Background: an optimization exercise with open tools, aiming at small area, a short achievable clock period and few clock cycles per item. Do not read the settings as production practice. The RTL was checked by simulation tests, not by an equivalence proof against the original design.

## sdeb_top
module sdeb_top (
	input  logic clk,
	input  logic arst_n,
	input  logic in_valid,
	output logic in_stall,
	input  logic signed [15:0] in_x,
	input  logic signed [15:0] in_y,
	input  logic [15:0] in_energy,
	input  logic in_frame_start,
	output logic out_valid,
	input  logic out_stall,
	output logic [5:0] out_hit_bin,
	output logic [8:0] out_peak_angle,
	output logic [7:0] out_peak_level,
	input  logic cfg_we,
	input  logic [1:0] cfg_index,
	input  logic [7:0] cfg_data
);
	sdeb_pkg::in_item_t in_data;
	sdeb_pkg::out_item_t out_data;
	assign in_data.x_pos = in_x;
	assign in_data.y_pos = in_y;
	assign in_data.source_energy = in_energy;
	assign in_data.frame_start = in_frame_start;
	assign out_hit_bin = out_data.hit_bin;
	assign out_peak_angle = out_data.peak_angle;
	assign out_peak_level = out_data.peak_level;
	sound_direction_energy_bins #(.BIN_COUNT(36)) u_bins (
		.clk(clk), .arst_n(arst_n),
  ...
For scale: about 1500 flip-flops, ~89 I/O pins.
Settings: LEC_CHECK=0, CAP_MARGIN=20, CORE_MARGIN=2, CORE_UTILIZATION=55, CTS_BUF_LIST=sky130_fd_sc_hd__clkbuf_8, SETUP_SLACK_MARGIN=2.5, SLEW_MARGIN=20; clock period 7.0 ns.
run.sh (not shown) runs the stock make flow with config.mk's settings and CLKGATE_MAP_FILE= SYNTH_SCRIPT=/design/flow/synth_recipe.tcl, a recipe that flattens the netlist after the stock synthesis.
Testbench counts at the start, summed over its fixed seeds: cycles 2,544, items 2,400.
==> next run, changes <==
--- a/flow/design.v
+++ b/flow/design.v
@@ -227,15 +227,15 @@
 	end
 	assign add1 = m3_rc ? m3_q : pp3[11:4];
 	localparam int SW = 1 + 1 + 1 + 6;
 	logic cv;
 	logic [13:0] dirs;
 	logic [SW-1:0] side_o;
 	logic [7:0] c_add;
-	sdeb_cordic #(.SW(SW), .SW2(8), .J2(4)) u_cordic (
+	sdeb_cordic #(.SW(SW), .SW2(8), .J2(4), .REG_AFTER(14'b10_1011_1111_1111)) u_cordic (
 		.clk(clk), .arst_n(arst_n),
 		.in_valid(v0_q),
 		.x_in({1'b0, ax0_q, 2'b00}),
 		.y_in({yf0_q, 2'b00}),
 		.side_in({rc0_q, hd0_q, fs0_q, tag0_q}),
 		.side2_in(add1),
 		.out_valid(cv), .dirs(dirs), .side_out(side_o), .side2_out(c_add)
@@ -300,42 +300,40 @@
 	logic [8:0] sp_q;             
 	logic [5:0] p_q;              
 	logic [8:0] ang_q;            
 	logic [5:0] scnt_q, sidx_q, sh_q;
 	logic [8:0] thr_q;
 	logic scan_last;
 	logic [8:0] rs_q, snew;
-	logic [9:0] u_bn, bn0_q, bn1_q;
-	logic signed [11:0] u_c1, c10_q, c11_q;
-	logic [10:0] cb0_q, cb1_q, mb0_q, mb1_q;
-	logic cons_q;
+	logic [9:0] u_bn;
+	logic signed [11:0] u_c1;
 	logic [7:0] u_mca;
 	logic [10:0] u_cbn, u_mbn;
 	logic signed [10:0] spa_q, spa_n;    
 	logic [1:0] cc;
 	logic [5:0] ra_q;           
 	logic [8:0] bdd;
+	logic [9:0] bnb;
+	logic signed [11:0] c1b;
 	logic [7:0] mcab;
 	assign bdd = b_fs ? {decay_step_q, 1'b0} : {1'b0, decay_step_q};
 	assign base_n = consume ? u_bn[7:0] : base_q;
 	logic [9:0] bnb0, bnb1;
 	logic signed [11:0] c1b0, c1b1;
 	logic [10:0] cbb0, cbb1, mbb0, mbb1;
 	assign bnb0 = {2'b00, base_q} + {1'b0, bdd};
 	assign bnb1 = {2'b00, u_bn[7:0]} + {1'b0, bdd};
 	assign c1b0 = 12'({2'd0, bnb0}) + 12'(b_ca);
 	assign c1b1 = 12'({2'd0, bnb1}) + 12'(b_ca);
 	assign cbb0 = {3'd0, ceiling_q} + {1'b0, bnb0};
 	assign cbb1 = {3'd0, ceiling_q} + {1'b0, bnb1};
 	assign mbb0 = {3'd0, b_mca} + {1'b0, bnb0};
 	assign mbb1 = {3'd0, b_mca} + {1'b0, bnb1};
-	assign u_bn = cons_q ? bn1_q : bn0_q;
-	assign u_c1 = cons_q ? c11_q : c10_q;
-	assign u_cbn = cons_q ? cb1_q : cb0_q;
-	assign u_mbn = cons_q ? mb1_q : mb0_q;
+	assign bnb = consume ? bnb1 : bnb0;
+	assign c1b = consume ? c1b1 : c1b0;
 	assign mcab = b_mca;
 	logic [8:0] rsb, rsn;
 	assign rsb = bins_q[ra_q];
 	always_comb begin
 		if (consume && u_h == b_h) rsn = snew;
 		else if (!consume || cc == 2'd0) rsn = rsb;
 		else if (cc == 2'd1) rsn = rsb[8] ? {1'b0, rsb[7:0]} : 9'd0;
@@ -346,24 +344,19 @@
 		else u_v <= b_v;
 	always_ff @(posedge clk) begin
 		u_h <= b_h;
 		u_add <= b_add;
 		u_fs <= b_fs;
 		u_head <= b_head;
 		rs_q <= rsn;
-		bn0_q <= bnb0;
-		bn1_q <= bnb1;
-		c10_q <= c1b0;
-		c11_q <= c1b1;
-		cb0_q <= cbb0;
-		cb1_q <= cbb1;
-		mb0_q <= mbb0;
-		mb1_q <= mbb1;
-		cons_q <= consume;
+		u_bn <= bnb;
+		u_c1 <= c1b;
 		u_mca <= mcab;
+		u_cbn <= consume ? cbb1 : cbb0;
+		u_mbn <= consume ? mbb1 : mbb0;
 		spa_q <= spa_n;
 	end
 	logic [8:0] rsf;
 	logic [7:0] bnl;
 	assign rsf = rs_q;
 	assign cc = u_bn[9:8];
 	assign bnl = u_bn[7:0];
Outcome: The changed run went through all stages and came out clean. Fmax barely changes. Sequential cell count decreases by 103. Design area shrinks by about 6%. Non-clock buffer count went down by 18. Hold slack gets better by 21 ps. Clock-buffer cell count grows by 2. Wire length is lower by 0.87%. Worst setup slack barely changes.
Testbench counts after the change, summed over its fixed seeds: cycles 2,536, items 2,400.


RTL: one of the versions met above, not the one the previous note started from.
Size: roughly 6,900 cells after synthesis, roughly 1,400 flip-flops, ~89 I/O pins, roughly 71,000 um^2 of cells after synthesis.
make LEC_CHECK=0 CAP_MARGIN=20 CORE_MARGIN=2 CORE_UTILIZATION=55 CTS_BUF_LIST=sky130_fd_sc_hd__clkbuf_16 CTS_CLUSTER_DIAMETER=60 CTS_CLUSTER_SIZE=20 SETUP_SLACK_MARGIN=3.0 SLEW_MARGIN=20 finish   # period 7.0 ns
Testbench counts at the start, summed over its fixed seeds: cycles 2,536, items 2,400.
Change:
--- a/flow/design.v
+++ b/flow/design.v
@@ -175,36 +175,48 @@
 	logic [7:0] u_add;
 	logic v0_q, rc0_q, hd0_q, fs0_q;
 	logic [15:0] ax0_q, e0_q;
 	logic [16:0] yf0_q;
 	logic [5:0] tag0_q;
 	logic [15:0] ix, iy;
 	logic xneg, xz, yz;
 	assign ix = in_data.x_pos;
 	assign iy = in_data.y_pos;
 	assign xneg = ix[15];
 	assign xz = (ix == 16'd0);
 	assign yz = (iy == 16'd0);
+	logic rx_v, rx_hd, rx_fs;
+	logic [5:0] rx_h;
+	logic [7:0] rx_add;
+	always_ff @(posedge clk or negedge arst_n)
+		if (!arst_n) rx_v <= 1'b0;
+		else rx_v <= recirc;
+	always_ff @(posedge clk) begin
+		rx_hd <= u_head || !seek_q;
+		rx_h <= u_h;
+		rx_add <= u_add;
+		rx_fs <= u_fs;
+	end
 	always_ff @(posedge clk or negedge arst_n)
 		if (!arst_n) v0_q <= 1'b0;
-		else v0_q <= recirc || (in_valid && !stall_q);
+		else v0_q <= rx_v || (in_valid && !stall_q);
 	always_ff @(posedge clk) begin
 		ax0_q <= xneg ? 16'd0 - ix : ix;
 		yf0_q <= xneg ? 17'd0 - {iy[15], iy} : {iy[15], iy};
-		if (recirc) begin
+		if (rx_v) begin
 			rc0_q <= 1'b1;
-			hd0_q <= u_head || !seek_q;
-			tag0_q <= u_h;
-			e0_q <= {8'd0, u_add};
-			fs0_q <= u_fs;
+			hd0_q <= rx_hd;
+			tag0_q <= rx_h;
+			e0_q <= {8'd0, rx_add};
+			fs0_q <= rx_fs;
 		end else begin
 			rc0_q <= 1'b0;
 			hd0_q <= 1'b0;
 			tag0_q <= {2'b00, xneg, xz | yz, yz ? {1'b0, xneg} : {1'b1, iy[15]}};
 			e0_q <= in_data.source_energy;
 			fs0_q <= in_data.frame_start;
 		end
 	end
 	logic m1_rc, m2_rc, m3_rc;
 	logic [7:0] m1_q, m2_q, m3_q, add1;
 	logic [11:0] m1_e;
 	logic [7:0] m2_e;
@@ -396,25 +408,25 @@
 	assign sn_c = 11'({3'd0, ceiling_q}) + 11'({3'd0, bnl}) - ba11;
 	assign sn_m = 11'({3'd0, u_mca}) + 11'({3'd0, bnl}) - ba11;
 	assign sp_k = 11'({2'd0, sp_q}) - 11'({cc, 8'd0}) - ba11;
 	assign sp_h = 11'({2'd0, sp_q}) - ba11;
 	assign sr_a = 11'({2'd0, thr_q}) - ba11;
 	assign sz_a = 11'd0 - ba11;
 	logic take, rescan;
 	always_comb begin
 		rescan = 1'b0;
 		if (pd0) take = gt;
 		else if (heq) begin
 			take = 1'b1;
-			rescan = !ge;
+			rescan = !gec;
 		end else take = hlt ? ge : gt;
 	end
 	logic better;
 	assign better = rsf > thr_q;
 	assign scan_last = (scnt_q == 6'(NB + 2));
 	always_ff @(posedge clk)
 		if (!scan_q) begin
 			scnt_q <= '0;
 			sidx_q <= '0;
 			thr_q <= {1'b0, base_q};
 		end else begin
 			scnt_q <= scnt_q + 6'd1;
@@ -479,25 +491,25 @@
 			cnt_q <= 2'd0;
 			ov_q <= 1'b0;
 			stall_q <= 1'b0;
 			base_q <= 8'd0;
 			p_q <= '0;
 			ang_q <= '0;
 			sp_q <= '0;
 		end else begin
 			scan_q <= scan_n;
 			seek_q <= seek_n;
 			cnt_q <= cnt_n;
 			ov_q <= (cnt_n != 2'd0);
-			stall_q <= seek_n || (b_v && (scan_n || cnt_n[1]));
+			stall_q <= seek_n || recirc;
 			base_q <= base_n;
 			if (consume) begin
 				if (take) begin
 					p_q <= u_h;
 					ang_q <= ang_h;
 					sp_q <= snew;
 				end else if (pd0) begin
 					p_q <= '0;
 					ang_q <= '0;
 					sp_q <= '0;
 				end else sp_q <= sp_q - {cc, 8'd0};
 			end else if (scan_done) begin
After rerunning: Routed wire length came out higher by 0.58%; worst hold slack gets worse by 0.014 ns; cell area came out higher by 0.89%; count of clock-buffer cells in the layout stays the same; first-iteration DRC count came out higher by 2.9%; non-clock buffer count came out lower by 46; core utilization came out lower by 0.56 points; via count came out higher by 1.0%; final cell count came out higher by 0.98%.
Testbench counts after the change, summed over its fixed seeds: cycles 2,536, items 2,400.


RTL: one of the versions met above, not the one the previous note started from.
Size in the first run: about 89 I/O pins, about 75,000 um2 of cells after synthesis.
make LEC_CHECK=0 CAP_MARGIN=20 CORE_MARGIN=2 CORE_UTILIZATION=65 CTS_BUF_LIST=sky130_fd_sc_hd__clkbuf_8 SETUP_SLACK_MARGIN=4 SLEW_MARGIN=20 finish   # period 7.0 ns
Testbench counts at the start, summed over its fixed seeds: cycles 2,544, items 2,400.
Change:
--- a/flow/design.v
+++ b/flow/design.v
@@ -222,25 +222,25 @@
 		m2_q <= m1_rc ? m1_q : pp1[11:4];
 		m2_e <= m1_e[11:4];
 		m3_rc <= m2_rc;
 		m3_q <= m2_rc ? m2_q : pp2[11:4];
 		m3_e <= m2_e[7:4];
 	end
 	assign add1 = m3_rc ? m3_q : pp3[11:4];
 	localparam int SW = 1 + 1 + 1 + 6;
 	logic cv;
 	logic [13:0] dirs;
 	logic [SW-1:0] side_o;
 	logic [7:0] c_add;
-	sdeb_cordic #(.SW(SW), .SW2(8), .J2(4)) u_cordic (
+	sdeb_cordic #(.SW(SW), .SW2(8), .J2(4), .REG_AFTER(14'b10_1011_1111_1111)) u_cordic (
 		.clk(clk), .arst_n(arst_n),
 		.in_valid(v0_q),
 		.x_in({1'b0, ax0_q, 2'b00}),
 		.y_in({yf0_q, 2'b00}),
 		.side_in({rc0_q, hd0_q, fs0_q, tag0_q}),
 		.side2_in(add1),
 		.out_valid(cv), .dirs(dirs), .side_out(side_o), .side2_out(c_add)
 	);
 	logic [19:0] th, tl;
 	always_comb begin
 		th = side_o[3] ? 20'd131283 : 20'd426195;
 		for (int i = 0; i < 7; i++)
@@ -295,80 +295,73 @@
 		b_fs <= z_fs;
 		b_head <= z_hd;
 	end
 	logic [NB-1:0][8:0] bins_q;
 	logic [7:0] base_q, base_n;
 	logic [8:0] sp_q;             
 	logic [5:0] p_q;              
 	logic [8:0] ang_q;            
 	logic [5:0] scnt_q, sidx_q, sh_q;
 	logic [8:0] thr_q;
 	logic scan_last;
 	logic [8:0] rs_q, snew;
-	logic [9:0] u_bn, bn0_q, bn1_q;
-	logic signed [11:0] u_c1, c10_q, c11_q;
-	logic [10:0] cb0_q, cb1_q, mb0_q, mb1_q;
-	logic cons_q;
+	logic [9:0] u_bn;
+	logic signed [11:0] u_c1;
 	logic [7:0] u_mca;
 	logic [10:0] u_cbn, u_mbn;
 	logic signed [10:0] spa_q, spa_n;    
 	logic [1:0] cc;
 	logic [5:0] ra_q;           
 	logic [8:0] bdd;
+	logic [9:0] bnb;
+	logic signed [11:0] c1b;
 	logic [7:0] mcab;
 	assign bdd = b_fs ? {decay_step_q, 1'b0} : {1'b0, decay_step_q};
 	assign base_n = consume ? u_bn[7:0] : base_q;
 	logic [9:0] bnb0, bnb1;
 	logic signed [11:0] c1b0, c1b1;
 	logic [10:0] cbb0, cbb1, mbb0, mbb1;
 	assign bnb0 = {2'b00, base_q} + {1'b0, bdd};
 	assign bnb1 = {2'b00, u_bn[7:0]} + {1'b0, bdd};
 	assign c1b0 = 12'({2'd0, bnb0}) + 12'(b_ca);
 	assign c1b1 = 12'({2'd0, bnb1}) + 12'(b_ca);
 	assign cbb0 = {3'd0, ceiling_q} + {1'b0, bnb0};
 	assign cbb1 = {3'd0, ceiling_q} + {1'b0, bnb1};
 	assign mbb0 = {3'd0, b_mca} + {1'b0, bnb0};
 	assign mbb1 = {3'd0, b_mca} + {1'b0, bnb1};
-	assign u_bn = cons_q ? bn1_q : bn0_q;
-	assign u_c1 = cons_q ? c11_q : c10_q;
-	assign u_cbn = cons_q ? cb1_q : cb0_q;
-	assign u_mbn = cons_q ? mb1_q : mb0_q;
+	assign bnb = consume ? bnb1 : bnb0;
+	assign c1b = consume ? c1b1 : c1b0;
 	assign mcab = b_mca;
 	logic [8:0] rsb, rsn;
 	assign rsb = bins_q[ra_q];
 	always_comb begin
 		if (consume && u_h == b_h) rsn = snew;
 		else if (!consume || cc == 2'd0) rsn = rsb;
 		else if (cc == 2'd1) rsn = rsb[8] ? {1'b0, rsb[7:0]} : 9'd0;
 		else rsn = 9'd0;
 	end
 	always_ff @(posedge clk or negedge arst_n)
 		if (!arst_n) u_v <= 1'b0;
 		else u_v <= b_v;
 	always_ff @(posedge clk) begin
 		u_h <= b_h;
 		u_add <= b_add;
 		u_fs <= b_fs;
 		u_head <= b_head;
 		rs_q <= rsn;
-		bn0_q <= bnb0;
-		bn1_q <= bnb1;
-		c10_q <= c1b0;
-		c11_q <= c1b1;
-		cb0_q <= cbb0;
-		cb1_q <= cbb1;
-		mb0_q <= mbb0;
-		mb1_q <= mbb1;
-		cons_q <= consume;
+		u_bn <= bnb;
+		u_c1 <= c1b;
 		u_mca <= mcab;
+		u_cbn <= consume ? cbb1 : cbb0;
+		u_mbn <= consume ? mbb1 : mbb0;
 		spa_q <= spa_n;
 	end
 	logic [8:0] rsf;
 	logic [7:0] bnl;
 	assign rsf = rs_q;
 	assign cc = u_bn[9:8];
 	assign bnl = u_bn[7:0];
 	logic alive, clampa, pd0, gt, ge, vgt, vge, gtc, gec, gtm, gem, heq, hlt;
 	logic signed [11:0] rsw;
 	logic [9:0] rsa, vsum, lvt;
 	logic [8:0] pdt;
 	logic [7:0] lvl, pdv;
Effect:
- global-route usage fell by 0.49 points
- sequential share of layout area grows by 0.34 points
- worst setup slack is better by 0.15 ns
- wire length drops by roughly a tenth
- area after synthesis is lower by a few percent
- design area drops by a little under a tenth
- synthesized cell count drops by a little under a tenth
- utilization falls by 1.6 points
Testbench counts after the change, summed over its fixed seeds: cycles 2,536, items 2,400.

static timing again, ports no longer ideal:
The results above use ideal ports. As a check the final layouts listed here were re-extracted and re-timed, cells and wires unchanged. Step 1, drivers: a clkbuf_16 drives clk and a buf_2 each remaining input, both assumed. Step 2, shift: input delay + t, output delay - t, t = (earliest + latest rising clock arrival at the registers) / 2. This alone moves slack from input paths to output paths. Slacks: no drivers / after step 1 / after step 2; pairs: no drivers / after step 1.
run	t (ns)	slack for setup (ns)	hold WS [ns]	worst slew at a driven data input, ns
the first run of note 1	1.016	2.654 / 2.654 / 2.654	0.277 / 0.277 / 0.277	0.14
the second run of note 1	1.000	2.653 / 2.653 / 2.653	0.298 / 0.298 / 0.298	0.10
the first run of note 2	0.815	3.018 / 3.018 / 3.018	0.320 / 0.320 / 0.320	0.11
the second run of note 2	0.825	3.010 / 3.010 / 3.010	0.306 / 0.306 / 0.306	0.11
the first run of note 3	1.019	2.824 / 2.824 / 2.824	0.268 / 0.268 / 0.268	0.13
the second run of note 3	0.972	2.974 / 2.974 / 2.974	0.299 / 0.299 / 0.299	0.16
After both steps setup and hold are still met in every run listed.
